What follows belongs to an exercise in optimizing a design on an open flow for small area; a production flow would make more cautious choices.
In this exercise RTL edits were held to simulation tests only and were not proved equivalent to the original.
Power and IR drop assume default switching activity.

==> module bssl_dp, before the edit <==
module bssl_dp (
  input  logic                    clk,
  input  logic                    rst_n,
  input  bssl_pkg::in_req_t       req,
  input  bssl_pkg::dp_cmd_t       cmd,
  output bssl_pkg::dp_status_t    st,
  output logic                    out_valid,
  input  logic                    out_stall,
  output bssl_pkg::out_res_t      out_res
);
  localparam int D  = bssl_pkg::DEPTH;
  localparam int IW = bssl_pkg::IDX_W;
  localparam int CW = bssl_pkg::CNT_W;
  localparam int SW = bssl_pkg::SCORE_W;
  logic [bssl_pkg::TAG_W-1:0]   tags_r   [D];
  logic [SW-1:0]                scores_r [D];
  logic [bssl_pkg::STAMP_W-1:0] stamps_r [D];
  logic [IW-1:0]                place_r  [D];
  logic [CW-1:0] fill_r;
  logic [IW-1:0] rd_idx_r;
  logic          out_valid_r;
  logic          status_r, valid_res_r, last_r;
  logic [IW-1:0] rank_r;
  logic [D-1:0]  used, gt, tail, sel;
  logic [IW-1:0] pos, rd_sel;
  logic          full, ins, load;
  logic [bssl_pkg::TAG_W-1:0]   fb_tag;
  logic [SW-1:0]                fb_score;
  logic [bssl_pkg::STAMP_W-1:0] fb_stamp;
  logic [IW-1:0]                fb_place;
  function automatic logic score_gt(input logic [SW-1:0] a, input logic [SW-1:0] b);
    logic c, ai, bi;
    c = 1'b0;
    for (int k = 0; k < SW; k++) begin
      ai = (k == SW-1) ? !a[k] : a[k];
      bi = (k == SW-1) ? !b[k] : b[k];
      c  = (ai & !bi) | ((ai | !bi) & c);
    end
    score_gt = c;
  endfunction
  assign full = fill_r[CW-1];
  assign ins  = cmd.do_insert && !full;
  assign load = cmd.do_insert || cmd.rd_start || cmd.rd_next;
  assign rd_sel = cmd.rd_start ? '0 : rd_idx_r;
  always_comb begin
    pos = '0;
    for (int i = 0; i < D; i++) begin
      used[i] = (CW'(i) < fill_r);
      tail[i] = (CW'(i + 1) == fill_r);
      gt[i]   = used[i] && score_gt(scores_r[i], req.new_score);
      sel[i]  = valid_res_r && used[i] && (place_r[i] == rank_r);
      pos     = pos + IW'(gt[i]);
    end
  end
  always_comb begin
    fb_tag   = ins ? req.entry_tag : '0;
    fb_score = ins ? req.new_score : '0;
    fb_stamp = ins ? req.stamp     : '0;
    fb_place = ins ? pos           : '0;
    for (int i = 0; i < D; i++) begin
      fb_tag   |= {bssl_pkg::TAG_W{tail[i] && !ins}}   & tags_r[i];
      fb_score |= {SW{tail[i] && !ins}}                & scores_r[i];
      fb_stamp |= {bssl_pkg::STAMP_W{tail[i] && !ins}} & stamps_r[i];
      fb_place |= {IW{tail[i] && !ins}}                & place_r[i];
    end
  end
  assign st.out_free = !out_valid_r || !out_stall;
  assign st.multi    = (fill_r > CW'(1));
  assign st.rd_last  = ((CW'(rd_idx_r) + CW'(1)) == fill_r);
  always_ff @(posedge clk) begin
    tags_r[0]   <= fb_tag;
    scores_r[0] <= fb_score;
    stamps_r[0] <= fb_stamp;
    place_r[0]  <= fb_place;
    for (int i = 1; i < D; i++) begin
      tags_r[i]   <= tags_r[i-1];
      scores_r[i] <= scores_r[i-1];
      stamps_r[i] <= stamps_r[i-1];
      place_r[i]  <= place_r[i-1] + IW'(ins && !gt[i-1]);
    end
  end
  always_ff @(posedge clk) begin
    if (cmd.do_insert) begin
      status_r    <= full;
      valid_res_r <= !full;
      rank_r      <= full ? '0 : pos;
      last_r      <= 1'b1;
    end else if (cmd.rd_start || cmd.rd_next) begin
      status_r    <= bssl_pkg::ST_OK;
      valid_res_r <= (fill_r != '0);
      rank_r      <= rd_sel;
      last_r      <= cmd.rd_start ? !st.multi : st.rd_last;
    end
    if (cmd.rd_start || cmd.rd_next) rd_idx_r <= rd_sel + IW'(1);
    if (!rst_n) begin
      fill_r      <= '0;
      out_valid_r <= 1'b0;
    end else begin
      if (ins) fill_r <= fill_r + CW'(1);
      out_valid_r <= load || (out_valid_r && out_stall);
    end
  end
  always_comb begin
    out_res           = '0;
    out_res.status    = status_r;
    out_res.valid_res = valid_res_r;
    out_res.rank      = rank_r;
    out_res.last      = last_r;
    for (int i = 0; i < D; i++) begin
      out_res.tag_out   |= {bssl_pkg::TAG_W{sel[i]}}   & tags_r[i];
      out_res.score_out |= {SW{sel[i]}}                & scores_r[i];
      out_res.stamp_out |= {bssl_pkg::STAMP_W{sel[i]}} & stamps_r[i];
    end
  end
  assign out_valid = out_valid_r;
endmodule
==> flow/config.mk <==
export PLATFORM = sky130hd
export DESIGN_NAME = bssl_top
export DESIGN_NICKNAME = bssl_top
export VERILOG_FILES = /design/flow/design.v
export SDC_FILE = /design/flow/constraint.sdc
export NUM_CORES = 4
export LEC_CHECK = 0
export CAP_MARGIN = 20
export CORE_MARGIN = 2
export CORE_UTILIZATION = 50
export SLEW_MARGIN = 20
==> flow/constraint.sdc <==
create_clock -name core_clock -period 10.0 [get_ports {clk}]
set_input_delay 2.0000 -clock core_clock [delete_from_list [all_inputs] [get_ports {clk}]]
set_output_delay 2.0000 -clock core_clock [all_outputs]
set_load 0.01 [all_outputs]
standard.sh (not shown) runs the stock make flow with config.mk's settings and CLKGATE_MAP_FILE= SYNTH_SCRIPT=/design/flow/synth_recipe.tcl, a recipe that flattens the netlist after the stock synthesis.
==> flow/flow/run.sh <==
#!/bin/bash
export BUFFER_PORTS_ARGS="-buffer_cell sky130_fd_sc_hd__buf_1"
export CTS_ARGS="-sink_clustering_enable -repair_clock_nets -dont_use_dummy_load -sink_clustering_size 24 -sink_clustering_max_diameter 120"
bash standard.sh > standard.log 2>&1
Rerun with:
--- a/flow/design.v
+++ b/flow/design.v
@@ -103,7 +103,6 @@
   logic [bssl_pkg::STAMP_W-1:0] stamps_r [D];
   logic [IW-1:0]                place_r  [D];
   logic [CW-1:0] fill_r;
-  logic [IW-1:0] rd_idx_r;
   logic          out_valid_r;
   logic          status_r, valid_res_r, last_r;
   logic [IW-1:0] rank_r;
@@ -127,7 +126,7 @@
   assign full = fill_r[CW-1];
   assign ins  = cmd.do_insert && !full;
   assign load = cmd.do_insert || cmd.rd_start || cmd.rd_next;
-  assign rd_sel = cmd.rd_start ? '0 : rd_idx_r;
+  assign rd_sel = cmd.rd_start ? '0 : (rank_r + IW'(1));
   always_comb begin
     pos = '0;
     for (int i = 0; i < D; i++) begin
@@ -152,7 +151,7 @@
   end
   assign st.out_free = !out_valid_r || !out_stall;
   assign st.multi    = (fill_r > CW'(1));
-  assign st.rd_last  = ((CW'(rd_idx_r) + CW'(1)) == fill_r);
+  assign st.rd_last  = ((CW'(rank_r) + CW'(2)) == fill_r);
   always_ff @(posedge clk) begin
     tags_r[0]   <= fb_tag;
     scores_r[0] <= fb_score;
@@ -177,7 +176,6 @@
       rank_r      <= rd_sel;
       last_r      <= cmd.rd_start ? !st.multi : st.rd_last;
     end
-    if (cmd.rd_start || cmd.rd_next) rd_idx_r <= rd_sel + IW'(1);
     if (!rst_n) begin
       fill_r      <= '0;
       out_valid_r <= 1'b0;
Effect:
- first-iteration DRC count is higher by a little under a tenth
- final cell count is lower slightly
- wire length went up slightly
- cell area is lower slightly
- register-to-register slack is about the same
- clock skew falls by 0.0031 ns
- worst hold slack got worse by 0.010 ns
- area after synthesis went down slightly
- setup slack improved by 0.016 ns
- sequential power is about the same
- via count is about the same

static timing again, ports no longer ideal:
Ports are ideal in the flow. The routed layouts listed here were re-timed in OpenROAD.
Step 1 assumes that a clkbuf_16 drives the clock port and a buf_2 every other input.
Step 2 moves the port delays by t, midway between the first and last clock arrival at a register: inputs arrive t later, outputs are due t later. That takes back most of the time a late clock gives input paths.
Three values: ideal, step 1, step 2; two values: the first two.
run	t, ns	setup slack, ns	hold WS [ns]	worst setup path at the end
the first run	0.816	1.062 / 1.083 / 0.268	0.353 / 0.353 / 0.353	input to register
the second run	0.823	1.078 / 1.115 / 0.292	0.343 / 0.343 / 0.343	input to register
After both steps setup and hold are still met in every run listed. The setup slack of the first run, which loses most, moves by +0.021 ns with the drivers and by -0.794 ns with both steps.
